From an optimization exercise on the open Yosys and OpenROAD flow, aimed at small area, a short achievable clock period and few clock cycles per item; shortcuts taken in it are not production practice. The RTL was checked by simulation tests, not by an equivalence proof against the original design. No activity file was given, so power comes from the tool's default toggle rates.

## run.sh

```bash
#!/bin/bash
# synth_recipe.tcl (not shown) runs the flow's synth.tcl, then flattens the netlist and writes it again
# the make line also repeats each setting of config.mk as NAME=value (left out here)
make -C /OpenROAD-flow-scripts/flow DESIGN_CONFIG=/design/flow/config.mk WORK_HOME=/design/flow/orfs CLKGATE_MAP_FILE= SYNTH_SCRIPT=/design/flow/synth_recipe.tcl finish
```

## config.mk

```make
export PLATFORM = sky130hd
export DESIGN_NAME = dcache
export DESIGN_NICKNAME = dcache
export VERILOG_FILES = /design/flow/design.v
export SDC_FILE = /design/flow/constraint.sdc
export NUM_CORES = 4
export LEC_CHECK = 0
export CAP_MARGIN = 20
export CORE_MARGIN = 2
export CORE_UTILIZATION = 40
export SETUP_SLACK_MARGIN = 0.8
export SLEW_MARGIN = 20
```

## constraint.sdc

```tcl
create_clock -name core_clock -period 7.5 [get_ports {clk}]
set_input_delay 1.5000 -clock core_clock [delete_from_list [all_inputs] [get_ports {clk}]]
set_output_delay 1.5000 -clock core_clock [all_outputs]
set_load 0.01 [all_outputs]
```

## design.v

```verilog
`timescale 1ns/10ps
module dcache (
	input  logic        clk,
	input  logic        rst_n,
	input  logic        dp_ren,
	input  logic        dp_wen,
	input  logic        dp_atomic,
	input  logic        dp_halt,
	input  logic [31:0] dp_addr,
	input  logic [31:0] dp_store,
	output logic        dp_hit,
	output logic [31:0] dp_load,
	output logic        dp_flushed,
	output logic        mem_ren,
	output logic        mem_wen,
	output logic [31:0] mem_addr,
	output logic [31:0] mem_store,
	input  logic        mem_busy,
	input  logic [31:0] mem_load
);
	logic [7:0][1:0][1:0][31:0] dat_q;
	logic [7:0][1:0][25:0] tag_q;
	logic [7:0][1:0] valid_q;
	logic [7:0][1:0] dirty_q;
	logic [7:0] lru_q;
	logic res_valid_q;
	logic [31:0] res_addr_q;
	logic [1:0] cnt_q;
	logic halted_q;
	logic fl_word_q;
	logic [25:0] a_tag;
	logic [2:0] a_set;
	logic a_w;
	assign a_tag = dp_addr[31:6];
	assign a_set = dp_addr[5:3];
	assign a_w = dp_addr[2];
	logic flush_mode;
	logic access;
	assign flush_mode = dp_halt | halted_q;
	assign access = (dp_ren | dp_wen) & ~flush_mode;
	logic [15:0] dmask;
	logic fl_any;
	logic [2:0] fl_set;
	logic fl_way;
	always_comb begin
		dmask = valid_q & dirty_q;
		fl_any = |dmask;
		fl_set = '0;
		fl_way = 1'b0;
		for (int i = 15; i >= 0; i--) begin
			if (dmask[i]) begin
				fl_set = 3'(i >> 1);
				fl_way = i[0];
			end
		end
	end
	logic [2:0] r_set;
	logic r_word;
	assign r_set = flush_mode ? fl_set : a_set;
	assign r_word = flush_mode ? fl_word_q : (a_w ^ cnt_q[0]);
	logic [25:0] t0, t1;
	logic [31:0] d0, d1;
	assign t0 = tag_q[r_set][0];
	assign t1 = tag_q[r_set][1];
	assign d0 = dat_q[r_set][0][r_word];
	assign d1 = dat_q[r_set][1][r_word];
	logic lru_cur;
	logic vic_dirty;
	logic [1:0] way_hit;
	logic hit;
	assign lru_cur = lru_q[a_set];
	assign vic_dirty = valid_q[a_set][lru_cur] & dirty_q[a_set][lru_cur];
	assign way_hit[0] = valid_q[a_set][0] & (t0 == a_tag);
	assign way_hit[1] = valid_q[a_set][1] & (t1 == a_tag);
	assign hit = |way_hit;
	logic x_way;
	logic [25:0] x_tag;
	assign x_way = flush_mode ? fl_way : lru_cur;
	assign x_tag = x_way ? t1 : t0;
	logic [1:0] step;
	logic miss;
	logic is_wb;
	logic is_rd;
	logic m_word;
	logic fin;
	assign step = {cnt_q[1] | ~vic_dirty, cnt_q[0]};
	assign miss = access & ~hit;
	assign is_wb = miss & ~step[1];
	assign is_rd = miss & step[1];
	assign m_word = a_w ^ step[1] ^ step[0];
	assign fin = step[1] & step[0];
	logic res_match;
	logic store_ok;
	logic fill_done;
	logic done;
	assign res_match = res_valid_q & (res_addr_q == dp_addr);
	assign store_ok = dp_wen & (~dp_atomic | res_match);
	assign fill_done = is_rd & ~mem_busy;
	assign done = access & (hit | (fin & ~mem_busy));
	logic fl_wen;
	assign fl_wen = flush_mode & fl_any;
	assign dp_hit = done;
	assign dp_flushed = flush_mode & ~fl_any;
	assign mem_ren = is_rd;
	assign mem_wen = is_wb | fl_wen;
	assign mem_addr = {(flush_mode | ~step[1]) ? x_tag : a_tag, r_set,
		flush_mode ? fl_word_q : m_word, 2'b00};
	assign mem_store = x_way ? d1 : d0;
	always_comb begin
		if (dp_wen & dp_atomic) begin
			dp_load = {31'b0, res_match};
		end else if (fin) begin
			dp_load = mem_load;
		end else begin
			dp_load = way_hit[1] ? d1 : d0;
		end
	end
	logic use_way;
	logic [31:0] wdata;
	logic hit_wr;
	assign use_way = hit ? way_hit[1] : lru_cur;
	assign hit_wr = access & hit & store_ok;
	assign wdata = (hit | (step[0] & store_ok)) ? dp_store : mem_load;
	always_ff @(posedge clk) begin
		for (int s = 0; s < 8; s++) begin
			for (int w = 0; w < 2; w++) begin
				for (int o = 0; o < 2; o++) begin
					if (a_set == 3'(s) && use_way == 1'(w) &&
						((hit_wr && a_w == 1'(o)) || (fill_done && m_word == 1'(o)))) begin
						dat_q[s][w][o] <= wdata;
					end
				end
				if (fill_done && fin && a_set == 3'(s) && lru_cur == 1'(w)) begin
					tag_q[s][w] <= a_tag;
				end
			end
		end
		if (done && dp_ren && dp_atomic) begin
			res_addr_q <= dp_addr;
		end
	end
	always_ff @(posedge clk, negedge rst_n) begin
		if (!rst_n) begin
			valid_q <= '0;
			dirty_q <= '0;
			lru_q <= '0;
			res_valid_q <= 1'b0;
			cnt_q <= '0;
			halted_q <= 1'b0;
			fl_word_q <= 1'b0;
		end else begin
			if (dp_halt) begin
				halted_q <= 1'b1;
			end
			if (done) begin
				cnt_q <= '0;
				lru_q[a_set] <= ~use_way;
				if (!hit) begin
					valid_q[a_set][lru_cur] <= 1'b1;
					dirty_q[a_set][lru_cur] <= store_ok;
				end else if (store_ok) begin
					dirty_q[a_set][use_way] <= 1'b1;
				end
				if (dp_atomic) begin
					res_valid_q <= dp_ren;
				end else if (dp_wen && res_match) begin
					res_valid_q <= 1'b0;
				end
			end else if (miss && !mem_busy) begin
				cnt_q <= cnt_q + 2'd1;
			end
			if (fl_wen && !mem_busy) begin
				fl_word_q <= ~fl_word_q;
				if (fl_word_q) begin
					dirty_q[fl_set][fl_way] <= 1'b0;
				end
			end
		end
	end
endmodule
```

==> summary.txt, run 1 <==
Synth
  – Synth warnings: 1
  – Flops & latches, synth: 1517
  – Most area-hungry cell type in the Yosys netlist: edfxtp_1
  – Distinct cells, synth: 101
  – Post-synth top flop: edfxtp_1
  – Synth Instances: 5330
  – Cell area after synthesis: 0.06721 sq mm
  – Commonest cells in the synthesized netlist: edfxtp_1 (1472), nand2_1 (1307), nand3_1 (612)
  – Post-synth EDFFs: 1472
  – Count leader, synth: edfxtp_1
  – Post-Syn Area per Cell: 12.61 sq um
  – Share of the synthesized area in the top cell type: 0.6577
  – Synth async-reset ratio: 0.02966
  – Sequential share of the synthesized area: 0.6744
  – Synth top area cells: edfxtp_1 (66%), nand2_1 (7.3%), nand3_1 (4.6%), mux2i_1 (3.2%), a311oi_1 (1.7%)

Timing
  – Worst Skew: 0.03518 ns
  – PnR worst setup slack: 0.6090 ns
  – Max frequency: 145.1 MHz
  – RSZ-0062 raised after global routing: yes
  – Final min period: 6.891 ns
  – Finish-stage setup viols: 0
  – Fin crit share: 0.9188
  – Worst relative slew slack: 0.3537
  – Hold Fails Final Rpt: 0
  – Worst-Margin Slew: 0.9614 ns
  – Count of pins over their slew limit: 0

Floorplanning
  – I/O pins: 203
  – Die Y-Extent: 413.9 um
  – Cell Rows: 150
  – Die width: 413.9 um
  – Full die area: 0.1713 sq mm
  – Core ar.: 0.1670 sq mm
  – Starting density of the core: 0.4024

Hold path
  – Hold Crit Depth: 2
  – HP Start: lru_q[1]
  – HP Class: reg -> reg

Finish
  – Area of the multi-input gates: 0.02140 sq mm
  – # fillers: 14430
  – Area Overhead vs Synth: 23.36%
  – Share of layout cells above drive strength 1: 0.1975
  – Fin nets: 5997
  – Core Util, Final: 0.4964
  – Sequential cell area: 0.04533 sq mm
  – Ant. Diodes: 0

Drt
  – Total routed wirelength: 222100 um
  – Remaining antenna violation count: 0
  – Avg WL per Cell: 27.08 um
  – Vias: 48140
  – Post-route DRC: 0
  – Post-DR vias/cell: 5.870
  – DRT Pass-1 Iters: 8
  – First DRT Iteration DRCs: 5733

Clock tree
  – Worst-Skew Late Latency: 0.80 ns
  – CTS Sinks: 1517
  – TritonCTS buffer count: 158
  – CTS Buffer Depth: 3
  – Depth of the CTS H-tree: 4
  – Hold_buf cts: 0
  – Clock slew at reported path FFs: 0.06 ns
  – TritonCTS clock tree: yes
  – CTS root buf: clkbuf_16

Setup path
  – CP Launch Point: dp_halt
  – Startpoint types: primary input
  – Slowest stage cell, crit path: or3b_4
  – WS Path Type: in -> out
  – Worst reg2reg path depth: 39
  – Setup crit end kind: output pin
  – Crit path max-delay family: buffers and inverters
  – Bufs and invs on worst path: 8
  – Most frequent CP cell: buf_12
  – CP max stage delay: 0.40 ns
  – R2r setup slk: 1.00 ns
  – Number of cells on the critical path: 19
  – Required time of the worst setup path: 6.00 ns
  – Crit path cell chain: buf_6 -> or3b_4 -> o31ai_4 -> o21ai_4 -> buf_12 -> clkinv_16 -> bufbuf_16 -> mux2i_4 -> mux2i_1 -> xnor2_1 -> o41a_1 -> nor3b_2 -> buf_4 -> and4_4 -> buf_12 -> buf_12 -> mux2_2 -> a211oi_2 -> buf_2
  – Worst R2R Start: dirty_q[1]
  – Crit-path max FO: 7
  – CP arrival: 5.39 ns

Global route
  – First-pass GRT wire length: 320300 um
  – Largest net degree at the start of global routing: 138
  – Number of global-route vias before repair: 46080
  – Total GRT Usage: 0.2552
  – Initial antenna violation count: 4
  – Aggregate global routing overflow: 0

Placement
  – HPWL Detailed: 132700 um
  – PortBufs: 200
  – GPL Wtd Cong: 0.9277
  – Worst slack, placed: -1.102 ns

Pwr
  – Sw Ratio: 0.2082
  – Reg power frac: 0.528
  – Sw Pwr: 3.677 mW
  – Max VDD drop: 0.0002397 V
  – P_int: 13.98 mW
  – Pwr Density: 212.9 mW/mm^2
  – Clk pwr share: 0.438
  – Comb pwr share: 0.034
  – Leakage: 28.89 nW

Flow run
  – Maxcap violations: 0

Status
  – Status: complete, no violations
==> layout by cell type, fill, tap and decap left out, types with 67 or more instances in the layout <==
| cell | netlist | routed |
|---|---|---|
| buf_4 | 20 | 374 |
| nand2_1 | 1307 | 1303 |
| mux2i_1 | 216 | 196 |
| clkdlybuf4s50_1 | 0 | 153 |
| a31o_2 | 67 | 67 |
| clkbuf_16 | 0 | 163 |
| edfxtp_1 | 1472 | 1472 |
| nor2_1 | 148 | 98 |
| a311oi_1 | 134 | 134 |
| buf_12 | 1 | 134 |
| o21ai_0 | 96 | 78 |
| nand3_1 | 612 | 611 |
| and3_1 | 87 | 87 |
==> metrics by stage <==
| step | power [mW] | TNS [ns] | std cells | area [sq um] | hold slack [ns] |
|---|---|---|---|---|---|
| after floorplan | 9.727 | 0 | 5331 | 67440 | 0.4595 |
| after global placement | 10.08 | -28.24 | 7853 | 76410 | 0.4850 |
| after detailed placement | 10.09 | -26.32 | 7853 | 76410 | 0.4906 |
| after CTS | 17.72 | 0 | 8182 | 82350 | 0.5051 |
| after global routing | 18.11 | 0 | 8200 | 82920 | 0.5367 |
| final | 17.65 | 0 | 8200 | 82920 | 0.4995 |
==> routing by layer <==
layer  track usage  wire length (um)  vias up
li1              -                 -    21000
met1        0.3402             87920    24260
met2        0.4141            105300     2386
met3       0.04546             19190      495
met4        0.1021              9698        0
met5             0                 0        -
==> power groups by stage <==
stage               Clock (mW)  Sequential (mW)  Combinational (mW)
floorplan                    0             9.51               0.216
global placement             0             9.51               0.573
detailed placement           0             9.51               0.580
CTS                       7.81             9.33               0.578
global route              8.15             9.33               0.629
finish                    7.73             9.33               0.595
==> cell families (layout without fill, tap and decap cells) <==
| family | Yosys count | count (layout) | share of synthesized area |
|---|---|---|---|
| other | 1 | 2 | 0.00005579 |
| flip-flops | 1517 | 1517 | 0.6744 |
| multiplexers | 350 | 350 | 0.06216 |
| AND/OR/NAND/NOR | 2282 | 2283 | 0.1473 |
| adder cells (fa/ha/maj) | 23 | 23 | 0.004282 |
| buffers and inverters | 424 | 1087 | 0.02673 |
| XOR/XNOR | 76 | 76 | 0.009904 |
| AO/OA/AOI/OAI | 657 | 658 | 0.07515 |
==> final timing paths <==
path | end
hold / removal | lru_q[1]
hold reg to reg | lru_q[1]
max in group asynchronous | fl_word_q
setup reg to reg | dirty_q[8]
setup / recovery | dp_load[11]
min in group asynchronous | res_valid_q
==> layout make-up <==
| cell class | count | area share |
|---|---|---|
| flip-flops and latches | 1517 | 0.5467 |
| multi-input cells | 3392 | 0.2581 |
| repair buffers | 756 | 0.09818 |
| clock buffers | 205 | 0.05096 |
| well taps | 2204 | 0.03326 |
| clock inverters | 80 | 0.009839 |
| inverters | 43 | 0.002535 |
| repair inverters | 3 | 0.0004678 |
==> worst reg2reg max path, delay by kind of cell, from the launching register on <==
kind | cells | cell delay (ns)
XOR/XNOR | 1 | 0.18
buffers and inverters | 20 | 1.95
multiplexers | 1 | 0.51
flip-flops | 1 | 0.50
adder cells (fa/ha/maj) | 2 | 0.45
AND/OR/NAND/NOR | 7 | 1.31
AO/OA/AOI/OAI | 8 | 1.55
==> repair_timing <==
action,CTS,global route
pin swaps,28,31
setup buffers,32,17
gates resized for setup,291,99
setup endpoints to repair,110,80
gates cloned,12,1
==> sequential cells by signal, summed over array words and instances (netlist names) <==
signal,count
res_addr_q,32
dat_q,1024
cnt_q,2
res_valid_q,1
tag_q,416
fl_word_q,1
valid_q,16
lru_q,8
halted_q,1
dirty_q,16
Testbench counts, summed over its fixed seeds: cycles 18,937, accesses 8,000.
==> inputs of run 2 (changes only) <==
--- a/design.v
+++ b/design.v
@@ -30,2 +30,5 @@
 	logic fl_word_q;
+	logic fl_any_q;
+	logic [2:0] fl_set_q;
+	logic fl_way_q;
 	logic [25:0] a_tag;
@@ -38,4 +41,6 @@
 	logic access;
-	assign flush_mode = dp_halt | halted_q;
+	assign flush_mode = halted_q;
 	assign access = (dp_ren | dp_wen) & ~flush_mode;
+	logic fl_wen;
+	logic fl_clr;
 	logic [15:0] dmask;
@@ -44,4 +49,9 @@
 	logic fl_way;
+	assign fl_wen = halted_q & fl_any_q;
+	assign fl_clr = fl_wen & fl_word_q & ~mem_busy;
 	always_comb begin
 		dmask = valid_q & dirty_q;
+		if (fl_clr) begin
+			dmask[{fl_set_q, fl_way_q}] = 1'b0;
+		end
 		fl_any = |dmask;
@@ -56,5 +66,10 @@
 	end
+	always_ff @(posedge clk) begin
+		fl_any_q <= fl_any;
+		fl_set_q <= fl_set;
+		fl_way_q <= fl_way;
+	end
 	logic [2:0] r_set;
 	logic r_word;
-	assign r_set = flush_mode ? fl_set : a_set;
+	assign r_set = flush_mode ? fl_set_q : a_set;
 	assign r_word = flush_mode ? fl_word_q : (a_w ^ cnt_q[0]);
@@ -77,3 +92,3 @@
 	logic [25:0] x_tag;
-	assign x_way = flush_mode ? fl_way : lru_cur;
+	assign x_way = flush_mode ? fl_way_q : lru_cur;
 	assign x_tag = x_way ? t1 : t0;
@@ -99,6 +114,4 @@
 	assign done = access & (hit | (fin & ~mem_busy));
-	logic fl_wen;
-	assign fl_wen = flush_mode & fl_any;
 	assign dp_hit = done;
-	assign dp_flushed = flush_mode & ~fl_any;
+	assign dp_flushed = halted_q & ~fl_any_q;
 	assign mem_ren = is_rd;
@@ -173,5 +186,5 @@
 				fl_word_q <= ~fl_word_q;
-				if (fl_word_q) begin
-					dirty_q[fl_set][fl_way] <= 1'b0;
-				end
+			end
+			if (fl_clr) begin
+				dirty_q[fl_set_q][fl_way_q] <= 1'b0;
 			end
--- a/config.mk
+++ b/config.mk
@@ -9,3 +9,3 @@
 export CORE_MARGIN = 2
-export CORE_UTILIZATION = 40
+export CORE_UTILIZATION = 60
 export SETUP_SLACK_MARGIN = 0.8
==> run 2 against run 1 <==
Against the previous run:
- still clean
- clock power decreased by 0.6%
- first-iteration DRC count rose by 19%
- sequential cell count rose by 5
- cell count is 4.5% lower
- combinational power increased by 120%
- count of clock-buffer cells in the layout fell by 9
- sequential share of layout area grew 2.2 points
- die area is 32% lower
- setup slack better by 0.12 ns
- critical path depth down 2
- area after synthesis is 1.2% higher
- routed wire length about the same
- critical path type unchanged
- critical endpoint is now dp_load[14]
- largest power group unchanged
- highest routed layer unchanged
==> summary.txt, run 2 <==
Status
  – Status: complete, no violations

Synth
  – Share of the synthesized area in the top cell type: 0.6502 (-0.007492)
  – Cell area after synthesis: 0.06799 sq mm (+1.2%)
  – Synth async-reset ratio: 0.02957 (-0.00009745)
  – Synth warnings: 1 (unchanged)
  – Synth Instances: 5876 (+10%)
  – Distinct cells, synth: 109 (+7.9%)
  – Post-Syn Area per Cell: 11.57 sq um (-8.2%)
  – Synth top area cells: edfxtp_1 (65%), nand2_1 (7.8%), nand3_1 (5.8%), a21oi_1 (2.1%), o21ai_0 (1.7%)
  – Sequential share of the synthesized area: 0.6682 (-0.006211)
  – Commonest cells in the synthesized netlist: edfxtp_1 (1472), nand2_1 (1408), nand3_1 (786)
  – Post-synth top flop: edfxtp_1
  – Most area-hungry cell type in the Yosys netlist: edfxtp_1
  – Flops & latches, synth: 1522 (+0.33%)
  – Count leader, synth: edfxtp_1
  – Post-synth EDFFs: 1472 (unchanged)

Setup path
  – Crit path max-delay family: buffers and inverters
  – Setup crit end kind: output pin
  – Crit-path max FO: 16 (+9)
  – Crit path cell chain: buf_6 -> buf_12 -> inv_1 -> buf_4 -> a211oi_1 -> a31oi_1 -> a222oi_1 -> xnor2_1 -> nor4b_2 -> and4_4 -> and4_4 -> buf_12 -> buf_16 -> nor2_1 -> nor3_2 -> nor2_1 -> clkdlybuf4s50_1
  – Startpoint types: primary input
  – Slowest stage cell, crit path: a222oi_1
  – WS Path Type: in -> out
  – Bufs and invs on worst path: 7 (-1)
  – CP max stage delay: 0.49 ns (+0.09 ns)
  – CP arrival: 5.27 ns (-0.12 ns)
  – Required time of the worst setup path: 6.00 ns (about the same)

Drt
  – Total routed wirelength: 221800 um (about the same)
  – DRT Pass-1 Iters: 9 (+1)
  – Remaining antenna violation count: 0 (unchanged)
  – Vias: 51190 (+6.3%)
  – Avg WL per Cell: 28.32 um (+4.6%)
  – Post-DR vias/cell: 6.535 (+11%)
  – Post-route DRC: 0 (unchanged)
  – First DRT Iteration DRCs: 6802 (+19%)

Clock tree
  – Worst-Skew Late Latency: 0.81 ns (about the same)
  – TritonCTS buffer count: 158 (unchanged)
  – CTS Sinks: 1522 (+0.33%)
  – Clock slew at reported path FFs: 0.06 ns (about the same)
  – Depth of the CTS H-tree: 4 (unchanged)
  – CTS root buf: clkbuf_16
  – CTS Buffer Depth: 3 (unchanged)
  – TritonCTS clock tree: yes

Timing
  – Worst Skew: 0.04808 ns (+0.01290 ns)
  – Fin crit share: 0.9022 (-0.01663)
  – RSZ-0062 raised after global routing: yes
  – Worst-Margin Slew: 1.142 ns (+0.1805 ns)
  – Worst relative slew slack: 0.2388 (-0.1150)
  – WHS: 0.4813 ns (-0.01818 ns)
  – Count of pins over their slew limit: 0 (unchanged)
  – Setup TNS Final: 0 ns (unchanged)
  – Finish-stage setup viols: 0 (unchanged)
  – Hold Fails Final Rpt: 0 (unchanged)
  – Max frequency: 147.8 MHz (+1.8%)
  – Final min period: 6.766 ns (-0.1247 ns)

Placement
  – HPWL Detailed: 130800 um (-1.4%)
  – PortBufs: 200 (unchanged)
  – GPL Wtd Cong: 0.9992 (+7.7%)
  – Placement Cell Area: 0.07367 sq mm (-3.6%)

Floorplanning
  – Starting density of the core: 0.6043 (+0.2019)
  – Full die area: 0.1160 sq mm (-32%)
  – Die width: 340.6 um (-18%)
  – Die Y-Extent: 340.6 um (-18%)
  – Core ar.: 0.1125 sq mm (-33%)
  – Cell Rows: 123 (-18%)
  – I/O pins: 203 (unchanged)

Global route
  – Number of global-route vias before repair: 48710 (+5.7%)
  – Total GRT Usage: 0.3766 (+0.1214)
  – Aggregate global routing overflow: 0 (unchanged)
  – Largest net degree at the start of global routing: 111 (-20%)
  – First-pass GRT wire length: 321300 um (+0.30%)
  – Initial antenna violation count: 0 (-4)

Pwr
  – Max VDD drop: 0.0002498 V (+4.2%)
  – Leakage: 27.90 nW (-3.4%)
  – Pwr Density: 230.0 mW/mm^2 (+8.0%)

Finish
  – Commonest cells after routing, fill and taps aside: edfxtp_1 (1472), nand2_1 (1407), nand3_1 (785)
  – Fin nets: 6334 (+5.6%)
  – Commonest non-fill, non-tap cell in the layout: edfxtp_1
  – # fillers: 7868 (-45%)
  – Largest registers: dat_q (1024), tag_q (416), res_addr_q (32)
  – Area Overhead vs Synth: 17.49%
  – Most flop-heavy register: dat_q
  – Share of layout cells above drive strength 1: 0.1305 (-0.06700)
  – Cell area after layout: 0.07988 sq mm (-3.7%)
  – Max reg flops: 1024 (unchanged)

Hold path
  – HP Class: reg -> reg

Flow run
  – Maxcap violations: 0 (unchanged)
-- run 2: cell count changes in the layout (fill, tap and decap cells not counted), sizes merged, moves of 34 or more --
cell	delta
a211oi	+34
nor3	+44
mux4	-37
mux2i	-147
nor2	+93
a311oi	-134
nand2	+102
o21ai	+132
buf	-222
nand3	+174
nor2b	+52
and3	-64
a21oi	+234
a31o	-61
-- run 2: layout make-up --
type	instances	area, sq um	area share
inverters	46	216.5	0.002710
repair buffers	570	5926	0.07419
clock inverters	90	859.6	0.01076
multi-input cells	3907	21380	0.2676
well taps	1500	1877	0.02350
diodes	2	5.005	0.00006266
clock buffers	196	4179	0.05232
flip-flops and latches	1522	45440	0.5689
-- run 2: per-layer routing --
metal / share of wire / GRT usage
met4: 0.055 / 0.1878
met1: 0.37 / 0.5082
met3: 0.12 / 0.07631
met2: 0.46 / 0.5881
met5: 0 / 0
-- run 2: timing repair --
| item | in CTS | in global routing |
|---|---|---|
| endpoints found under the setup margin | 73 | 72 |
| resized for setup | 85 | 98 |
| cloned | 7 | 5 |
| pin swaps | 9 | 22 |
| buffers inserted | 25 | 21 |
| hold buffers | 0 | 0 |
-- run 2: metrics by stage --
| stage | std cells | setup slack, ns | utilization | power (mW) |
|---|---|---|---|---|
| 5_1_grt | 7831 | 0.6611 | 0.7100 | 18.84 |
| 6_report | 7833 | 0.7338 | 0.7100 | 18.37 |
| 4_1_cts | 7805 | 0.6628 | 0.7055 | 18.37 |
| 3_3_place_gp | 7486 | 0.1203 | 0.6546 | 10.81 |
| 2_1_floorplan | 5877 | 0.8999 | - | 10.22 |
| 3_5_place_dp | 7487 | 0.1421 | 0.6549 | 10.83 |
-- run 2: worst reg2reg max path: cells and delay by family (launching register included) --
kind / cells / cell delay (ns)
AO/OA/AOI/OAI: 5 / 1.05
XOR/XNOR: 1 / 0.07
adder cells (fa/ha/maj): 2 / 0.46
buffers and inverters: 5 / 0.72
flip-flops: 1 / 0.58
AND/OR/NAND/NOR: 10 / 3.20
-- run 2: kinds of logic (layout without fill, tap and decap cells) --
group | Yosys count | after routing | synth area share
compound gates | 928 | 928 | 0.08731
simple gates | 2744 | 2744 | 0.1787
mux | 133 | 135 | 0.02245
fa+ha+maj | 26 | 26 | 0.004785
flops | 1522 | 1522 | 0.6682
other cells | 1 | 4 | 0.00005516
buf+inv | 450 | 902 | 0.02921
xor+xnor | 72 | 72 | 0.009275
-- run 2: power breakdown --
group          internal [mW]  switching [mW]  total, mW  leakage, nW
Combinational          0.428           0.876       1.30         11.6
Clock                   4.34            3.34       7.68         2.45
Sequential              9.38         0.00654       9.38         13.9
Total                   14.1            4.23       18.4         27.9
-- run 2: path summary, 6_finish.rpt --
| path | startpoint | to | slack (ns) | cells past startpoint |
|---|---|---|---|---|
| max | dp_addr[4] | dp_load[14] | 0.73 | 17 |
| min | valid_q[12] | valid_q[12] | 0.48 | 1 |
| max reg2reg | halted_q | dirty_q[3] | 1.33 | 23 |
| min reg2reg | valid_q[12] | valid_q[12] | 0.48 | 1 |
| max in group asynchronous | rst_n | halted_q | 6.14 | 2 |
| min in group asynchronous | rst_n | valid_q[13] | 0.84 | 2 |
Testbench counts of run 2, summed over its fixed seeds: cycles 18,969, accesses 8,000.
==> inputs of run 3 (changes only) <==
--- a/design.v
+++ b/design.v
@@ -87,4 +87,11 @@
 	assign vic_dirty = valid_q[a_set][lru_cur] & dirty_q[a_set][lru_cur];
-	assign way_hit[0] = valid_q[a_set][0] & (t0 == a_tag);
-	assign way_hit[1] = valid_q[a_set][1] & (t1 == a_tag);
+	logic [7:0][1:0] match;
+	always_comb begin
+		for (int s = 0; s < 8; s++) begin
+			for (int w = 0; w < 2; w++) begin
+				match[s][w] = valid_q[s][w] & (tag_q[s][w] == a_tag);
+			end
+		end
+	end
+	assign way_hit = match[a_set];
 	assign hit = |way_hit;
==> run 3 against run 2 <==
Against the previous run:
- still clean
- area after synthesis rose by 1.1%
- cell area up 0.64%
- count of clock-buffer cells in the layout down 9
- critical endpoint is now dp_load[21]
- utilization shrank 0.51 points
- critical path type unchanged
- critical path depth fell by 3
- largest cell class unchanged
- sequential cell count did not move
- combinational power up 91%
- register-to-register slack better by 0.91 ns
==> summary.txt, run 3 <==
Finish
  – Commonest non-fill, non-tap cell in the layout: edfxtp_1
  – Max reg flops: 1024 (unchanged)
  – Core Util, Final: 0.7049 (-0.005104)
  – Area Overhead vs Synth: 16.96%
  – Cell area after layout: 0.08038 sq mm (+0.64%)
  – Fin nets: 5309 (-16%)
  – Share of layout cells above drive strength 1: 0.1763 (+0.04587)
  – Ant. Diodes: 0 (-2)
  – Largest registers: dat_q (1024), tag_q (416), res_addr_q (32)
  – Commonest cells after routing, fill and taps aside: edfxtp_1 (1472), nand2_1 (557), mux2i_1 (452)
  – # fillers: 7861 (-0.089%)
  – Most flop-heavy register: dat_q
  – Filler-free cell count of the finished design: 6820 (-13%)

Floorplanning
  – Full die area: 0.1173 sq mm (+1.1%)
  – Die Y-Extent: 342.4 um (+0.54%)
  – Cell Rows: 124 (+0.81%)
  – Starting density of the core: 0.6027 (-0.001640)
  – Die width: 342.4 um (+0.54%)
  – I/O pins: 203 (unchanged)
  – Core ar.: 0.1140 sq mm (+1.4%)

Clock tree
  – TritonCTS buffer count: 159 (+0.63%)
  – CTS Buffer Depth: 3 (unchanged)
  – Worst-Skew Late Latency: 0.79 ns (-0.02 ns)
  – Depth of the CTS H-tree: 4 (unchanged)
  – TritonCTS clock tree: yes
  – CTS root buf: clkbuf_16
  – Clock slew at reported path FFs: 0.06 ns (about the same)
  – CTS Sinks: 1522 (unchanged)

Placement
  – PortBufs: 200 (unchanged)
  – HPWL Detailed: 129500 um (-1.0%)
  – Worst slack, placed: -0.4902 ns (-0.6322 ns)
  – GPL Wtd Cong: 0.9751 (-2.4%)
  – Placed insts: 6505 (-13%)
  – Placement Cell Area: 0.07412 sq mm (+0.61%)

Global route
  – Aggregate global routing overflow: 0 (unchanged)
  – Largest net degree at the start of global routing: 92 (-17%)
  – First-pass GRT wire length: 299600 um (-6.8%)
  – Initial antenna violation count: 4 (+4)
  – Number of global-route vias before repair: 42970 (-12%)
  – Total GRT Usage: 0.3565 (-0.02014)

Synth
  – Sequential share of the synthesized area: 0.6610 (-0.007202)
  – Distinct cells, synth: 79 (-28%)
  – Post-synth top flop: edfxtp_1
  – Most area-hungry cell type in the Yosys netlist: edfxtp_1
  – Post-synth EDFFs: 1472 (unchanged)
  – Post-Syn Area per Cell: 14.20 sq um (+23%)
  – Synth Instances: 4840 (-18%)
  – Synth async-reset ratio: 0.02957 (unchanged)
  – Synth top area cells: edfxtp_1 (64%), mux2i_1 (6.6%), xor2_1 (3.2%), nand2_1 (3.0%), mux2_2 (2.5%)
  – Share of the synthesized area in the top cell type: 0.6432 (-0.007007)
  – Commonest cells in the synthesized netlist: edfxtp_1 (1472), nand2_1 (558), mux2i_1 (454)
  – Cell area after synthesis: 0.06873 sq mm (+1.1%)
  – Synth warnings: 1 (unchanged)
  – Count leader, synth: edfxtp_1
  – Flops & latches, synth: 1522 (unchanged)

Hold path
  – HP Class: reg -> reg
  – Hold Crit Depth: 1 (unchanged)
  – WHS Endpoint: res_valid_q
  – HP Start: res_valid_q

Timing
  – Hold Fails Final Rpt: 0 (unchanged)
  – Worst Skew: 0.03618 ns (-0.01189 ns)
  – PnR worst setup slack: 0.7263 ns (-0.007503 ns)
  – Worst relative slew slack: 0.2405 (+0.001703)
  – Worst-Margin Slew: 1.139 ns (-0.002555 ns)
  – RSZ-0062 raised after global routing: yes
  – WHS: 0.4844 ns (+0.003049 ns)
  – Fin crit share: 0.9032 (+0.001000)
  – Final min period: 6.774 ns (+0.007503 ns)
  – Max frequency: 147.6 MHz (-0.11%)
  – Setup TNS Final: 0 ns (unchanged)
  – Count of pins over their slew limit: 0 (unchanged)
  – Finish-stage setup viols: 0 (unchanged)

Setup path
  – Crit path max-delay family: buffers and inverters
  – Worst R2R Start: tag_q[334]
  – Startpoint types: primary input
  – CP arrival: 5.27 ns (about the same)
  – Required time of the worst setup path: 6.00 ns (about the same)
  – Bufs and invs on worst path: 5 (-2)
  – Slowest stage cell, crit path: clkdlybuf4s50_1
  – Worst reg2reg path depth: 11 (-52%)
  – CP Launch Point: dp_addr[31]
  – Setup crit end kind: output pin
  – R2r endpoint: dat_q[651]
  – Crit-path max FO: 13 (-3)
  – CP max stage delay: 0.58 ns (+0.09 ns)
  – WS Path Type: in -> out
  – Most frequent CP cell: buf_12
  – R2r setup slk: 2.24 ns (+0.91 ns)
  – Crit path cell chain: clkbuf_4 -> buf_12 -> xor2_1 -> nor4_1 -> nand4_1 -> o311ai_4 -> o22ai_4 -> nor2_4 -> buf_12 -> buf_4 -> mux2i_1 -> nor2_1 -> nor3_1 -> clkdlybuf4s50_1

Flow run
  – Maxcap violations: 0 (unchanged)

Pwr
  – Leakage: 28.46 nW (+2.0%)
  – Max VDD drop: 0.0002480 V (-0.72%)
  – Pwr Density: 245.4 mW/mm^2 (+6.7%)
  – Total power: 19.72 mW (+7.4%)

Drt
  – Avg WL per Cell: 30.84 um (+8.9%)
  – Total routed wirelength: 210400 um (-5.2%)
  – Post-DR vias/cell: 6.523 (-0.18%)
  – First DRT Iteration DRCs: 5304 (-22%)
  – Remaining antenna violation count: 0 (unchanged)
  – Post-route DRC: 0 (unchanged)
  – DRT Pass-1 Iters: 6 (-3)
  – Vias: 44490 (-13%)

Status
  – Status: complete, no violations
run 3: worst max path at each step:
stage                  endpoint  slack (ns)  cells past startpoint
floorplan            dat_q[160]        0.84                     11
detailed placement  dp_load[20]       -0.49                     14
global placement    dp_load[14]       -0.44                     14
global route        dp_load[16]        0.69                     14
finish              dp_load[21]        0.73                     14
CTS                 dp_load[14]        0.78                     15
run 3: cell type report:
class,instances,area [sq um],area share
tap,1512,1892,0.02353
clock inverter,102,1006,0.01251
clock buffer,187,4105,0.05107
inverter,34,155.1,0.001930
sequential,1522,45430,0.5651
multi-input combinational,2961,22640,0.2817
timing repair buffer,502,5156,0.06415
run 3: power breakdown:
group          switching [mW]  internal [mW]  total [mW]
combinational            1.38           1.10        2.48
sequential            0.00843           9.44        9.45
clock                    3.36           4.43        7.79
run 3: metal layers:
layer | vias up | GRT usage | share of wire
li1 | 19050 | - | -
met1 | 22460 | 0.4818 | 0.38
met2 | 2479 | 0.5645 | 0.47
met3 | 493 | 0.06708 | 0.097
met4 | 4 | 0.1662 | 0.049
met5 | - | 0 | 0.00013
run 3: repair_timing:
action | CTS | global route
cloned | 6 | 3
hold buffers | 0 | 0
setup endpoints to repair | 66 | 58
pin swaps | 5 | 7
resized for setup | 98 | 61
setup buffers | 8 | 9
run 3: logic make-up (layout without fill, tap and decap cells):
| kind of cell | Yosys count | count (layout) | share of synthesized area |
|---|---|---|---|
| other cells | 1 | 2 | 0.00005456 |
| buf+inv | 358 | 825 | 0.02141 |
| simple gates | 1303 | 1303 | 0.08607 |
| fa+ha+maj | 26 | 26 | 0.004733 |
| flops | 1522 | 1522 | 0.6610 |
| mux | 684 | 684 | 0.1149 |
| compound gates | 492 | 492 | 0.05392 |
| xor+xnor | 454 | 454 | 0.05786 |
Testbench counts of run 3, summed over its fixed seeds: cycles 18,969, accesses 8,000.
==> inputs of run 4 (changes only) <==
--- a/config.mk
+++ b/config.mk
@@ -10,3 +10,4 @@
 export CORE_UTILIZATION = 60
-export SETUP_SLACK_MARGIN = 0.8
+export SETUP_SLACK_MARGIN = 1.8
 export SLEW_MARGIN = 20
+export TNS_END_PERCENT = 5
==> run 4 against run 3 <==
Against the previous run:
- still clean on timing, DRC and antenna
- critical path type unchanged
- worst hold slack about the same
- sequential power hardly changed
- count of clock-buffer cells in the layout unchanged
- largest power group unchanged
- cell count increased by 1.7%
==> summary.txt, run 4 <==
Placement
  – GPL Wtd Cong: 0.9751 (unchanged)
  – Worst slack, placed: -0.4902 ns (unchanged)
  – PortBufs: 200 (unchanged)
  – HPWL Detailed: 129500 um (unchanged)

Status
  – Status: complete, no violations

Floorplanning
  – I/O pins: 203 (unchanged)
  – Cell Rows: 124 (unchanged)
  – Die Y-Extent: 342.4 um (unchanged)
  – Starting density of the core: 0.6027 (unchanged)
  – Die width: 342.4 um (unchanged)
  – Core ar.: 0.1140 sq mm (unchanged)
  – Full die area: 0.1173 sq mm (unchanged)

Pwr
  – Total power: 20.08 mW (+1.8%)
  – Leakage: 29.62 nW (+4.1%)
  – Max VDD drop: 0.0002486 V (+0.27%)
  – Pwr Density: 240.9 mW/mm^2 (-1.8%)

Setup path
  – Bufs and invs on worst path: 6 (+1)
  – CP arrival: 4.57 ns (-0.70 ns)
  – Startpoint types: primary input
  – Crit path cell chain: buf_2 -> buf_6 -> xnor2_2 -> nand4_1 -> nor4_4 -> o22ai_4 -> nor2_4 -> buf_12 -> buf_12 -> buf_16 -> mux2i_2 -> nor2_1 -> nor3_1 -> buf_2
  – Crit path max-delay family: simple AND/OR/NAND/NOR gates
  – Required time of the worst setup path: 6.00 ns (about the same)
  – Worst reg2reg path depth: 11 (unchanged)
  – Worst R2R Start: valid_q[0]
  – CP max stage delay: 0.61 ns (+0.03 ns)
  – R2r endpoint: dat_q[131]
  – Setup crit end kind: output pin
  – Slowest stage cell, crit path: nor4_4
  – Crit-path max FO: 12 (-1)
  – WS Path Type: in -> out
  – R2r setup slk: 2.55 ns (+0.31 ns)

Clock tree
  – TritonCTS clock tree: yes
  – CTS Sinks: 1522 (unchanged)
  – Worst-Skew Late Latency: 0.79 ns (about the same)
  – CTS root buf: clkbuf_16
  – Hold_buf cts: 0 (unchanged)
  – CTS Buffer Depth: 3 (unchanged)
  – Clock slew at reported path FFs: 0.06 ns (about the same)
  – Depth of the CTS H-tree: 4 (unchanged)
  – TritonCTS buffer count: 159 (unchanged)

Synth
  – Commonest cells in the synthesized netlist: edfxtp_1 (1472), nand2_1 (558), mux2i_1 (454)
  – Count leader, synth: edfxtp_1
  – Cell area after synthesis: 0.06873 sq mm (unchanged)
  – Most area-hungry cell type in the Yosys netlist: edfxtp_1
  – Post-synth top flop: edfxtp_1
  – Post-Syn Area per Cell: 14.20 sq um (unchanged)
  – Flops & latches, synth: 1522 (unchanged)
  – Sequential share of the synthesized area: 0.6610 (unchanged)
  – Synth warnings: 1 (unchanged)
  – Synth top area cells: edfxtp_1 (64%), mux2i_1 (6.6%), xor2_1 (3.2%), nand2_1 (3.0%), mux2_2 (2.5%)
  – Distinct cells, synth: 79 (unchanged)
  – Synth Instances: 4840 (unchanged)
  – Share of the synthesized area in the top cell type: 0.6432 (unchanged)
  – Post-synth EDFFs: 1472 (unchanged)
  – Synth async-reset ratio: 0.02957 (unchanged)

Timing
  – Worst-Margin Slew: 1.175 ns (+0.03555 ns)
  – RSZ-0062 raised after global routing: yes
  – Count of pins over their slew limit: 0 (unchanged)
  – Worst Skew: 0.03752 ns (+0.001335 ns)
  – Finish-stage setup viols: 0 (unchanged)
  – Max frequency: 164.9 MHz (+12%)
  – Fin crit share: 0.8087 (-0.09446)
  – Final min period: 6.065 ns (-0.7085 ns)
  – Worst relative slew slack: 0.2168 (-0.02370)
  – PnR worst setup slack: 1.435 ns (+0.7085 ns)
  – Hold Fails Final Rpt: 0 (unchanged)

Drt
  – DRT Pass-1 Iters: 5 (-1)
  – Avg WL per Cell: 31.78 um (+3.0%)
  – Remaining antenna violation count: 0 (unchanged)
  – First DRT Iteration DRCs: 5783 (+9.0%)
  – Post-DR vias/cell: 6.598 (+1.2%)
  – Vias: 45780 (+2.9%)
  – Post-route DRC: 0 (unchanged)
  – Total routed wirelength: 220500 um (+4.8%)

Hold path
  – HP Class: reg -> reg
  – Hold Crit Depth: 1 (unchanged)
  – HP Start: res_valid_q
  – WHS Endpoint: res_valid_q

Global route
  – Total GRT Usage: 0.3757 (+0.01922)
  – Largest net degree at the start of global routing: 92 (unchanged)
  – Aggregate global routing overflow: 0 (unchanged)
  – Initial antenna violation count: 3 (-1)
  – Number of global-route vias before repair: 44280 (+3.0%)
  – First-pass GRT wire length: 313900 um (+4.8%)

Finish
  – Commonest non-fill, non-tap cell in the layout: edfxtp_1
  – Max reg flops: 1024 (unchanged)
  – Most flop-heavy register: dat_q
  – Core Util, Final: 0.7311 (+0.02621)
  – # fillers: 7446 (-5.3%)
  – Largest registers: dat_q (1024), tag_q (416), res_addr_q (32)
  – Area Overhead vs Synth: 21.31%
  – Fin nets: 5425 (+2.2%)
  – Share of layout cells above drive strength 1: 0.2341 (+0.05781)
  – Commonest cells after routing, fill and taps aside: edfxtp_1 (1472), nand2_1 (555), mux2i_1 (439)

Flow run
  – Maxcap violations: 0 (unchanged)
-- run 4: cell type report --
type | instances | area (sq um) | share of cell area
timing repair buffer | 616 | 6885 | 0.08259
timing repair inverter | 1 | 8.758 | 0.0001051
clock inverter | 102 | 1006 | 0.01207
multi-input combinational | 2962 | 23880 | 0.2864
sequential | 1522 | 45430 | 0.5449
tap | 1512 | 1892 | 0.02269
clock buffer | 187 | 4105 | 0.04924
antenna | 2 | 5.005 | 0.00006003
inverter | 34 | 165.2 | 0.001981
-- run 4: worst max path at each step --
stage                            from  slack, ns          end  depth (start not counted)
after CTS                 dp_addr[23]       1.55  dp_load[19]                         16
after global routing      dp_addr[11]       1.38  dp_load[17]                         14
after global placement     dp_addr[3]      -0.44  dp_load[14]                         14
after detailed placement   dp_addr[3]      -0.49  dp_load[20]                         14
final                     dp_addr[16]       1.43   dp_load[3]                         14
after floorplan            dp_addr[4]       0.84   dat_q[160]                         11
-- run 4: power breakdown --
group	internal (mW)	switching (mW)	total (mW)	leakage [nW]
logic	1.32	1.50	2.82	13.3
registers	9.44	0.00980	9.45	13.9
clock network	4.43	3.38	7.81	2.49
total	15.2	4.90	20.1	29.6
-- run 4: timing repair --
action	CTS	global route
endpoints found under the hold margin	0	0
endpoints found under the setup margin	2608	88
gates resized for setup	747	45
cloned	34	0
setup buffers	101	7
pin swaps	108	23
-- run 4: kinds of logic (layout without fill, tap and decap cells) --
group           after synthesis  count (layout)  synth area share
flops                      1522            1522            0.6610
simple gates               1303            1303           0.08607
fa+ha+maj                    26              26          0.004733
mux                         684             684            0.1149
compound gates              492             493           0.05392
xor+xnor                    454             454           0.05786
buf+inv                     358             940           0.02141
other cells                   1               4        0.00005456
-- run 4: per-stage QoR --
stage	std cells	TNS [ns]	hold WS (ns)	cell area (sq um)
2_1_floorplan	4841	0	0.4492	68730
3_3_place_gp	6505	-7.737	0.4630	74120
3_5_place_dp	6505	-8.911	0.4715	74120
4_1_cts	6929	0	0.4857	83090
5_1_grt	6936	0	0.5234	83370
6_report	6938	0	0.4841	83370
-- run 4: per-layer routing --
layer,part of all wire,wire (um),track usage
met1,0.38,82810,0.5041
met4,0.058,12770,0.1880
met3,0.10,22240,0.07490
met2,0.47,102700,0.5899
met5,0,0,0
==> inputs of run 5 (changes only) <==
--- a/config.mk
+++ b/config.mk
@@ -10,3 +10,3 @@
 export CORE_UTILIZATION = 60
-export SETUP_SLACK_MARGIN = 1.8
+export SETUP_SLACK_MARGIN = 2.8
 export SLEW_MARGIN = 20
==> run 5 against run 4 <==
Against the previous run:
- still clean on timing, DRC and antenna
- global-route usage grew 0.31 points
- clock power grew 0.6%
- synthesized cell count unchanged
- utilization increased by 4.2 points
- worst hold slack worse by 0.0029 ns
- via count is 3.9% higher
- cell count is 3.6% higher
- cell area is 5.8% higher
- sequential power hardly changed
- largest cell class unchanged
- highest routed layer unchanged
==> summary.txt, run 5 <==
Setup path
  – Most frequent CP cell: buf_12
  – Crit path cell chain: buf_8 -> mux4_2 -> mux2i_4 -> buf_12 -> o21a_4 -> buf_6 -> buf_12 -> buf_12 -> nand2_1 -> and3_1 -> a311oi_2 -> a211oi_2 -> a211oi_2 -> clkdlybuf4s15_2
  – Bufs and invs on worst path: 6 (unchanged)
  – Crit-path max FO: 8 (-4)
  – Required time of the worst setup path: 6.00 ns (about the same)
  – Setup crit end kind: output pin
  – Slowest stage cell, crit path: mux4_2
  – CP max stage delay: 0.54 ns (-0.07 ns)
  – Crit path max-delay family: compound AO/OA/AOI/OAI gates
  – CP arrival: 4.61 ns (+0.04 ns)
  – Startpoint types: primary input
  – WS Path Type: in -> out

Clock tree
  – Worst-Skew Late Latency: 0.81 ns (+0.02 ns)
  – Depth of the CTS H-tree: 4 (unchanged)
  – TritonCTS buffer count: 160 (+0.63%)
  – CTS Buffer Depth: 3 (unchanged)
  – CTS Sinks: 1522 (unchanged)
  – CTS root buf: clkbuf_16
  – TritonCTS clock tree: yes
  – Clock slew at reported path FFs: 0.06 ns (about the same)

Drt
  – Avg WL per Cell: 32.40 um (+1.9%)
  – Total routed wirelength: 232900 um (+5.6%)
  – Post-route DRC: 0 (unchanged)
  – DRT Pass-1 Iters: 6 (+1)
  – First DRT Iteration DRCs: 6510 (+13%)
  – Remaining antenna violation count: 0 (unchanged)
  – Vias: 47580 (+3.9%)
  – Post-DR vias/cell: 6.619 (+0.31%)

Synth
  – Synth async-reset ratio: 0.02957 (unchanged)
  – Commonest cells in the synthesized netlist: edfxtp_1 (1472), nand2_1 (558), mux2i_1 (454)
  – Distinct cells, synth: 79 (unchanged)
  – Post-synth EDFFs: 1472 (unchanged)
  – Post-synth top flop: edfxtp_1
  – Share of the synthesized area in the top cell type: 0.6432 (unchanged)
  – Synth top area cells: edfxtp_1 (64%), mux2i_1 (6.6%), xor2_1 (3.2%), nand2_1 (3.0%), mux2_2 (2.5%)
  – Sequential share of the synthesized area: 0.6610 (unchanged)
  – Synth Instances: 4840 (unchanged)
  – Cell area after synthesis: 0.06873 sq mm (unchanged)
  – Synth warnings: 1 (unchanged)
  – Most area-hungry cell type in the Yosys netlist: edfxtp_1
  – Post-Syn Area per Cell: 14.20 sq um (unchanged)
  – Flops & latches, synth: 1522 (unchanged)
  – Count leader, synth: edfxtp_1

Global route
  – Aggregate global routing overflow: 0 (unchanged)
  – Largest net degree at the start of global routing: 105 (+14%)
  – Total GRT Usage: 0.3788 (+0.003081)
  – First-pass GRT wire length: 317100 um (+1.0%)
  – Number of global-route vias before repair: 44520 (+0.54%)
  – Initial antenna violation count: 0 (-3)

Placement
  – GPL Wtd Cong: 0.9972 (+2.3%)
  – PortBufs: 200 (unchanged)
  – HPWL Detailed: 135200 um (+4.4%)

Finish
  – Max reg flops: 1024 (unchanged)
  – Fin nets: 5672 (+4.6%)
  – Commonest cells after routing, fill and taps aside: edfxtp_1 (1472), nand2_1 (530), mux2i_1 (418)
  – Ant. Diodes: 0 (-2)
  – Most flop-heavy register: dat_q
  – Core Util, Final: 0.7735 (+0.04236)
  – Commonest non-fill, non-tap cell in the layout: edfxtp_1
  – Largest registers: dat_q (1024), tag_q (416), res_addr_q (32)
  – Share of layout cells above drive strength 1: 0.3032 (+0.06906)
  – Area Overhead vs Synth: 28.34%
  – # fillers: 6719 (-9.8%)

Timing
  – Final min period: 6.111 ns (+0.04533 ns)
  – Fin crit share: 0.8147 (+0.006044)
  – Setup TNS Final: 0 ns (unchanged)
  – Max frequency: 163.7 MHz (-0.74%)
  – Count of pins over their slew limit: 0 (unchanged)
  – WHS: 0.4812 ns (-0.002941 ns)
  – Worst Skew: 0.06273 ns (+0.02522 ns)
  – Hold Fails Final Rpt: 0 (unchanged)
  – Worst relative slew slack: 0.2808 (+0.06408)
  – Worst-Margin Slew: 1.079 ns (-0.09611 ns)
  – RSZ-0062 raised after global routing: yes
  – Finish-stage setup viols: 0 (unchanged)

Status
  – Status: complete, no violations

Hold path
  – HP Class: reg -> reg

Pwr
  – Leakage: 31.73 nW (+7.1%)
  – Pwr Density: 234.0 mW/mm^2 (-2.9%)
  – Max VDD drop: 0.0002227 V (-10%)
  – Total power: 20.64 mW (+2.8%)

Flow run
  – Maxcap violations: 0 (unchanged)

Floorplanning
  – Starting density of the core: 0.6027 (unchanged)
  – Core ar.: 0.1140 sq mm (unchanged)
  – Cell Rows: 124 (unchanged)
  – Die width: 342.4 um (unchanged)
  – Full die area: 0.1173 sq mm (unchanged)
  – I/O pins: 203 (unchanged)
  – Die Y-Extent: 342.4 um (unchanged)
[run 5: cell counts after synthesis]
Identical to the previous run, type by type.
[run 5: timing repair]
item                        CTS  global route
hold buffers                  0             0
gates cloned                 38            35
setup endpoints to repair  2636          2546
setup buffers               114           178
resized for setup           627           502
pin swaps                    86           122
[run 5: area by class of cell]
class / instances / area, sq um / area share
Sequential cell: 1522 / 45430 / 0.5151
Clock inverter: 106 / 1057 / 0.01199
Inverter: 34 / 205.2 / 0.002326
Timing Repair Buffer: 860 / 10250 / 0.1162
Multi-Input combinational cell: 2963 / 25220 / 0.2859
Clock buffer: 189 / 4134 / 0.04687
Tap cell: 1512 / 1892 / 0.02145
Timing Repair inverter: 2 / 22.52 / 0.0002553
[run 5: metal layers]
layer / vias to the layer above / wire length [um] / track usage
met4: 0 / 14740 / 0.1876
met3: 686 / 25240 / 0.06902
met1: 23810 / 85540 / 0.5129
met5: - / 0 / 0
met2: 3296 / 107400 / 0.5955
li1: 19780 / - / -
[run 5: worst paths after layout]
kind                                  start           to  slack, ns  cells after the start
worst max-delay path             dp_addr[4]  mem_addr[9]       1.39                     14
worst min-delay path            res_valid_q  res_valid_q       0.48                      1
worst max register to register    tag_q[97]   dat_q[457]       2.57                     18
worst min register to register  res_valid_q  res_valid_q       0.48                      1
max in group asynchronous             rst_n     halted_q       6.22                      2
min in group asynchronous             rst_n     cnt_q[1]       0.83                      2
[run 5: kinds of logic after synthesis]
logic type / share of synthesized area
flops: 0.6610
simple gates: 0.08607
mux: 0.1149
compound gates: 0.05392
xor+xnor: 0.05786
buf+inv: 0.02141
fa+ha+maj: 0.004733
other cells: 0.00005456
[run 5: metrics by stage]
step,cell area [sq um],std cells,setup slack [ns]
floorplan,69540,4841,1.930
global placement,75180,6525,-0.1337
detailed placement,75210,6527,-0.1131
CTS,84020,6974,1.519
global route,88200,7188,1.433
finish,88200,7188,1.389
[run 5: report_power, final]
part           leakage (nW)  internal (mW)  switching, mW
combinational          15.3           1.62           1.70
clock                  2.52           4.43           3.43
sequential             13.9           9.44        0.00958
==> inputs of run 6 (changes only) <==
--- a/design.v
+++ b/design.v
@@ -85,4 +85,10 @@
 	logic hit;
+	logic [7:0] vd_set;
+	always_comb begin
+		for (int s = 0; s < 8; s++) begin
+			vd_set[s] = lru_q[s] ? (valid_q[s][1] & dirty_q[s][1]) : (valid_q[s][0] & dirty_q[s][0]);
+		end
+	end
 	assign lru_cur = lru_q[a_set];
-	assign vic_dirty = valid_q[a_set][lru_cur] & dirty_q[a_set][lru_cur];
+	assign vic_dirty = vd_set[a_set];
 	logic [7:0][1:0] match;
@@ -128,11 +134,16 @@
 	assign mem_store = x_way ? d1 : d0;
+	logic [31:0] ld0, ld1;
 	always_comb begin
 		if (dp_wen & dp_atomic) begin
-			dp_load = {31'b0, res_match};
+			ld0 = {31'b0, res_match};
+			ld1 = {31'b0, res_match};
 		end else if (fin) begin
-			dp_load = mem_load;
+			ld0 = mem_load;
+			ld1 = mem_load;
 		end else begin
-			dp_load = way_hit[1] ? d1 : d0;
-		end
-	end
+			ld0 = d0;
+			ld1 = d1;
+		end
+	end
+	assign dp_load = way_hit[1] ? ld1 : ld0;
 	logic use_way;
--- a/config.mk
+++ b/config.mk
@@ -10,3 +10,3 @@
 export CORE_UTILIZATION = 60
-export SETUP_SLACK_MARGIN = 2.8
+export SETUP_SLACK_MARGIN = 2.2
 export SLEW_MARGIN = 20
==> run 6 against run 5 <==
Against the previous run:
- register-to-register slack got worse by 0.30 ns
- critical path depth increased by 2
- total power increased by 7.2%
- cell area decreased by 3.3%
- count of clock-buffer cells in the layout increased by 13
- global-route usage increased by 4.4 points
- fmax increased by 2.3%
- clock power decreased by 3.1%
- largest power group unchanged
==> summary.txt, run 6 <==
Timing
  – Worst-Margin Slew: 1.030 ns (-0.04827 ns)
  – RSZ-0062 raised after global routing: yes
  – PnR worst setup slack: 1.528 ns (+0.1382 ns)
  – Max frequency: 167.4 MHz (+2.3%)
  – Fin crit share: 0.7963 (-0.01842)
  – Setup TNS Final: 0 ns (unchanged)
  – Hold Fails Final Rpt: 0 (unchanged)
  – Worst relative slew slack: 0.3114 (+0.03052)
  – Count of pins over their slew limit: 0 (unchanged)
  – Final min period: 5.972 ns (-0.1382 ns)
  – Finish-stage setup viols: 0 (unchanged)
  – Worst Skew: 0.03973 ns (-0.02300 ns)

Placement
  – Worst slack, placed: 0.1738 ns (+0.2869 ns)
  – PortBufs: 200 (unchanged)
  – Placed insts: 7242 (+11%)
  – GPL Wtd Cong: 1.001 (+0.37%)
  – HPWL Detailed: 142600 um (+5.5%)

Global route
  – Total GRT Usage: 0.4225 (+0.04369)
  – Largest net degree at the start of global routing: 150 (+43%)
  – Number of global-route vias before repair: 48960 (+10%)
  – First-pass GRT wire length: 352700 um (+11%)
  – Aggregate global routing overflow: 0 (unchanged)
  – Initial antenna violation count: 7 (+7)

Floorplanning
  – Cell Rows: 124 (unchanged)
  – I/O pins: 203 (unchanged)
  – Die Y-Extent: 343.2 um (+0.21%)
  – Core ar.: 0.1142 sq mm (+0.14%)
  – Die width: 343.2 um (+0.21%)
  – Full die area: 0.1178 sq mm (+0.42%)
  – Starting density of the core: 0.6044 (+0.001745)

Synth
  – Synth top area cells: edfxtp_1 (64%), nand2_1 (6.0%), xor2_1 (4.1%), nand3_1 (2.5%), o21ai_0 (2.2%)
  – Synth warnings: 1 (unchanged)
  – Count leader, synth: edfxtp_1
  – Commonest cells in the synthesized netlist: edfxtp_1 (1472), nand2_1 (1109), nand3_1 (351)
  – Distinct cells, synth: 81 (+2.5%)
  – Most area-hungry cell type in the Yosys netlist: edfxtp_1
  – Post-synth top flop: edfxtp_1
  – Post-synth EDFFs: 1472 (unchanged)
  – Post-Syn Area per Cell: 12.28 sq um (-13%)
  – Flops & latches, synth: 1522 (unchanged)
  – Synth async-reset ratio: 0.02957 (unchanged)
  – Share of the synthesized area in the top cell type: 0.6404 (-0.002728)
  – Synth Instances: 5619 (+16%)
  – Sequential share of the synthesized area: 0.6582 (-0.002804)
  – Cell area after synthesis: 0.06902 sq mm (+0.43%)

Clock tree
  – TritonCTS buffer count: 158 (-1.3%)
  – Clock slew at reported path FFs: 0.06 ns (about the same)
  – CTS root buf: clkbuf_16
  – Hold_buf cts: 0 (unchanged)
  – CTS Sinks: 1522 (unchanged)
  – Depth of the CTS H-tree: 4 (unchanged)
  – TritonCTS clock tree: yes
  – CTS Buffer Depth: 3 (unchanged)
  – Worst-Skew Late Latency: 0.79 ns (-0.02 ns)

Drt
  – Post-DR vias/cell: 6.756 (+2.1%)
  – DRT Pass-1 Iters: 6 (unchanged)
  – Vias: 52330 (+10%)
  – Avg WL per Cell: 32.34 um (-0.17%)
  – First DRT Iteration DRCs: 8020 (+23%)
  – Post-route DRC: 0 (unchanged)
  – Remaining antenna violation count: 0 (unchanged)
  – Total routed wirelength: 250500 um (+7.6%)

Pwr
  – Sw Pwr: 6.342 mW (+23%)
  – Max VDD drop: 0.0002455 V (+10%)
  – Comb pwr share: 0.227 (+0.066)
  – Clk pwr share: 0.345 (-0.036)
  – Pwr Density: 259.3 mW/mm^2 (+11%)
  – Sw Ratio: 0.2867 (+0.03742)
  – Reg power frac: 0.428 (-0.030)
  – Total power: 22.12 mW (+7.2%)
  – Leakage: 30.12 nW (-5.1%)
  – P_int: 15.78 mW (+1.8%)

Finish
  – Commonest non-fill, non-tap cell in the layout: edfxtp_1
  – Largest registers: dat_q (1024), tag_q (416), res_addr_q (32)
  – Filler-free cell count of the finished design: 7746 (+7.8%)
  – Share of layout cells above drive strength 1: 0.2057 (-0.09746)
  – Area Overhead vs Synth: 23.63%
  – Fin nets: 6234 (+9.9%)
  – Most flop-heavy register: dat_q
  – Commonest cells after routing, fill and taps aside: edfxtp_1 (1472), nand2_1 (1092), nand3_1 (349)
  – Core Util, Final: 0.7473 (-0.02623)
  – Max reg flops: 1024 (unchanged)

Setup path
  – Crit-path max FO: 8 (unchanged)
  – R2r endpoint: dirty_q[15]
  – Startpoint types: primary input
  – Worst reg2reg path depth: 28 (+10)
  – Worst R2R Start: tag_q[88]
  – Setup crit end kind: output pin
  – CP arrival: 4.47 ns (-0.14 ns)
  – Required time of the worst setup path: 6.00 ns (about the same)
  – R2r setup slk: 2.27 ns (-0.30 ns)
  – Crit path to: dp_load[19]
  – WS Path Type: in -> out
  – CP Launch Point: dp_addr[25]

Hold path
  – HP Class: reg -> reg

Flow run
  – Maxcap violations: 0 (unchanged)

Status
  – Status: complete, no violations
run 6: kinds of logic after synthesis:
kind of cell    Yosys count  share of synthesized area
flops                  1522                     0.6582
xor+xnor                451                    0.05723
simple gates           2061                     0.1315
buf+inv                 436                    0.02779
other cells               1                 0.00005433
fa+ha+maj                28                   0.005076
compound gates          968                    0.09200
mux                     152                    0.02819
run 6: final cells by class:
class,count,area (sq um)
tap,1512,1892
inverter,40,168.9
timing repair buffer,716,8803
clock inverter,86,784.5
clock buffer,202,4182
sequential,1522,45430
fill,7284,28860
multi-input combinational,3664,24050
antenna,3,7.507
timing repair inverter,1,6.256
run 6: power by group through the flow:
stage	logic (mW)	clock network, mW	registers, mW
floorplan	2.24	0	9.63
global placement	3.86	0	9.64
detailed placement	3.91	0	9.64
CTS	4.88	7.63	9.46
global route	5.32	7.95	9.46
finish	5.03	7.62	9.47
run 6: timing repair:
item                                     CTS  global route
cloned                                    55             4
endpoints found under the setup margin  1569           525
gates resized for setup                 1003           113
pin swaps                                178            50
buffers inserted                         122            32
run 6: worst min-delay path by stage:
stage | start | to | slack (ns) | cells after the start
after floorplan | fl_word_q | fl_word_q | 0.45 | 1
after global placement | valid_q[13] | valid_q[13] | 0.50 | 1
after detailed placement | valid_q[13] | valid_q[13] | 0.49 | 1
after CTS | valid_q[13] | valid_q[13] | 0.51 | 1
after global routing | valid_q[13] | valid_q[13] | 0.53 | 1
final | fl_word_q | fl_word_q | 0.52 | 1
run 6: through the flow:
stage / hold slack, ns / area (sq um)
global route: 0.5302 / 85320
detailed placement: 0.4948 / 74650
CTS: 0.5082 / 84380
global placement: 0.4951 / 74650
floorplan: 0.4543 / 69040
finish: 0.5167 / 85330
run 6: critical path, cell delays in order:
cell      delay [ns]
buf_16          0.14
buf_12          0.14
xnor2_4         0.13
nand4_1         0.35
nor4_2          0.32
nand4_1         0.25
buf_4           0.22
a22oi_2         0.20
buf_6           0.15
nor2_4          0.05
buf_8           0.15
buf_6           0.14
o211ai_1        0.25
a31oi_1         0.18
buf_4           0.18
buf_6           0.11
run 6: metal layers:
metal,track usage,wire (um),vias up
met5,0,39,-
met4,0.2724,18930,6
met3,0.08555,30100,820
met2,0.6397,112700,4013
met1,0.5617,88770,25650
li1,-,-,21850
Testbench counts of run 6, summed over its fixed seeds: cycles 18,969, accesses 8,000.
==> inputs of run 7 (changes only) <==
--- a/config.mk
+++ b/config.mk
@@ -10,3 +10,4 @@
 export CORE_UTILIZATION = 60
-export SETUP_SLACK_MARGIN = 2.2
+export CTS_BUF_LIST = sky130_fd_sc_hd__clkbuf_8
+export SETUP_SLACK_MARGIN = 2.0
 export SLEW_MARGIN = 20
==> run 7 against run 6 <==
Against the previous run:
- utilization fell by 1.9 points
- die area unchanged
- clock power shrank 14%
- critical endpoint is now mem_addr[28]
- count of clock-buffer cells in the layout up 37
- highest routed layer unchanged
- critical path type unchanged
- worst hold slack barely moved
- routed wire length down 1.9%
==> summary.txt, run 7 <==
Status
  – Status: complete, no violations

Synth
  – Post-synth top flop: edfxtp_1
  – Sequential share of the synthesized area: 0.6582 (unchanged)
  – Post-synth EDFFs: 1472 (unchanged)
  – Synth async-reset ratio: 0.02957 (unchanged)
  – Most area-hungry cell type in the Yosys netlist: edfxtp_1
  – Commonest cells in the synthesized netlist: edfxtp_1 (1472), nand2_1 (1109), nand3_1 (351)
  – Synth warnings: 1 (unchanged)
  – Synth Instances: 5619 (unchanged)
  – Count leader, synth: edfxtp_1
  – Cell area after synthesis: 0.06902 sq mm (unchanged)
  – Share of the synthesized area in the top cell type: 0.6404 (unchanged)
  – Distinct cells, synth: 81 (unchanged)
  – Synth top area cells: edfxtp_1 (64%), nand2_1 (6.0%), xor2_1 (4.1%), nand3_1 (2.5%), o21ai_0 (2.2%)
  – Post-Syn Area per Cell: 12.28 sq um (unchanged)

Floorplanning
  – Die width: 343.2 um (unchanged)
  – Cell Rows: 124 (unchanged)
  – I/O pins: 203 (unchanged)
  – Die Y-Extent: 343.2 um (unchanged)

Clock tree
  – TritonCTS buffer count: 237 (+50%)
  – Clock slew at reported path FFs: 0.06 ns (about the same)
  – CTS Sinks: 1522 (unchanged)
  – TritonCTS clock tree: yes
  – Hold_buf cts: 0 (unchanged)

Setup path
  – Worst R2R Start: tag_q[88]
  – CP Launch Point: dp_addr[4]
  – Startpoint types: primary input
  – Required time of the worst setup path: 6.00 ns (about the same)
  – Setup crit end kind: output pin
  – CP arrival: 4.60 ns (+0.13 ns)
  – Crit path to: mem_addr[28]
  – WS Path Type: in -> out
  – Crit-path max FO: 6 (-2)

Finish
  – # fillers: 7658 (+5.1%)
  – Sequential cell area: 0.04543 sq mm (about the same)
  – Max reg flops: 1024 (unchanged)
  – Area Overhead vs Synth: 20.44%
  – Most flop-heavy register: dat_q
  – Share of layout cells above drive strength 1: 0.1895 (-0.01629)
  – Largest registers: dat_q (1024), tag_q (416), res_addr_q (32)
  – Fin nets: 6237 (+0.048%)
  – Area of the multi-input gates: 0.02367 sq mm (-1.6%)
  – Core Util, Final: 0.7280 (-0.01926)

Global route
  – Initial antenna violation count: 5 (-2)
  – Aggregate global routing overflow: 0 (unchanged)
  – First-pass GRT wire length: 344300 um (-2.4%)
  – Number of global-route vias before repair: 48440 (-1.1%)

Drt
  – Remaining antenna violation count: 0 (unchanged)
  – Post-DR vias/cell: 6.653 (-1.5%)
  – First DRT Iteration DRCs: 8322 (+3.8%)
  – Total routed wirelength: 245800 um (-1.9%)
  – Avg WL per Cell: 31.52 um (-2.5%)
  – DRT Pass-1 Iters: 6 (unchanged)
  – Post-route DRC: 0 (unchanged)

Placement
  – GPL Wtd Cong: 1.019 (+1.8%)
  – PortBufs: 200 (unchanged)

Hold path
  – HP Class: reg -> reg
  – HP Start: valid_q[13]

Pwr
  – Pwr Density: 252.6 mW/mm^2 (-2.6%)
  – P_int: 14.61 mW (-7.4%)
  – Leakage: 29.55 nW (-1.9%)
  – Comb pwr share: 0.237 (+0.010)
  – Reg power frac: 0.451 (+0.023)
  – Max VDD drop: 0.0001901 V (-23%)
  – Sw Pwr: 6.388 mW (+0.72%)
  – Clk pwr share: 0.312 (-0.033)

Flow run
  – Maxcap violations: 0 (unchanged)

Timing
  – Finish-stage setup viols: 0 (unchanged)
  – Worst Skew: 0.06384 ns (+0.02411 ns)
  – Hold Fails Final Rpt: 0 (unchanged)
  – Setup TNS Final: 0 ns (unchanged)
## run 7: cell counts after synthesis
No cell type changed its count.
## run 7: cell families (layout without fill, tap and decap cells)
family,Yosys count,in the layout,synth area share
buffers and inverters,436,1097,0.02779
multiplexers,152,152,0.02819
other,1,8,0.00005433
flip-flops,1522,1522,0.6582
adder cells (fa/ha/maj),28,28,0.005076
AND/OR/NAND/NOR,2061,2061,0.1315
XOR/XNOR,451,451,0.05723
AO/OA/AOI/OAI,968,968,0.09200
## run 7: area by class of cell
cell class | count | area share
Antenna cell | 6 | 0.0001806
Clock buffer | 239 | 0.03957
Clock inverter | 175 | 0.01219
Inverter | 40 | 0.002062
Multi-Input combinational cell | 3662 | 0.2848
Sequential cell | 1522 | 0.5465
Tap cell | 1512 | 0.02276
Timing Repair Buffer | 643 | 0.09190
## run 7: timing repair
| item | in CTS | in global routing |
|---|---|---|
| buffers inserted | 86 | 30 |
| cloned | 36 | 8 |
| pin swaps | 96 | 57 |
| endpoints found under the setup margin | 727 | 94 |
| resized for setup | 622 | 165 |
## run 7: stage by stage
step / power (mW) / std cells / instance area, sq um / hold slack, ns
6_report: 21.00 / 7799 / 83130 / 0.5171
4_1_cts: 20.74 / 7755 / 82150 / 0.5097
2_1_floorplan: 11.87 / 5620 / 69020 / 0.4543
3_5_place_dp: 13.49 / 7219 / 74190 / 0.4944
3_3_place_gp: 13.46 / 7219 / 74190 / 0.4861
5_1_grt: 21.66 / 7794 / 83120 / 0.5373
## run 7: routing by layer
| layer | part of all wire | track usage |
|---|---|---|
| met5 | 0.000053 | 0 |
| met4 | 0.065 | 0.2423 |
| met3 | 0.12 | 0.1012 |
| met2 | 0.45 | 0.6226 |
| met1 | 0.36 | 0.5459 |
## run 7: worst max-delay path, cell delays in order
cell and delay, ns:
buf_12 0.11, mux2_4 0.30, mux4_2 0.51, mux2i_4 0.18, buf_12 0.16, buf_16 0.15
buf_16 0.17, buf_12 0.13, nand2_1 0.06, a311oi_2 0.35, a21oi_2 0.17, o31ai_2 0.33
buf_4 0.20, clkdlybuf4s15_1 0.24
## run 7: how the worst min path moves through the flow
| stage | end | slack (ns) | depth (start not counted) |
|---|---|---|---|
| 2_1_floorplan | fl_word_q | 0.45 | 1 |
| 3_3_place_gp | fl_word_q | 0.49 | 1 |
| 3_5_place_dp | valid_q[13] | 0.49 | 1 |
| 4_1_cts | valid_q[13] | 0.51 | 1 |
| 5_1_grt | dirty_q[8] | 0.54 | 1 |
| 6_report | valid_q[13] | 0.52 | 1 |
## run 7: power groups by stage
stage               Clock [mW]  Combinational (mW)  Sequential, mW
finish                    6.55                4.98            9.47
global route              6.94                5.26            9.46
CTS                       6.57                4.71            9.47
detailed placement           0                3.85            9.64
global placement             0                3.82            9.64
floorplan                    0                2.24            9.63

Check on run 7: ideal ports give 1.396 ns setup slack; a clkbuf_16 on the clock port and buf_2 on the inputs give 1.344 ns; moving port delays by the midpoint clock arrival (1.044 ns) as well gives 1.159 ns.
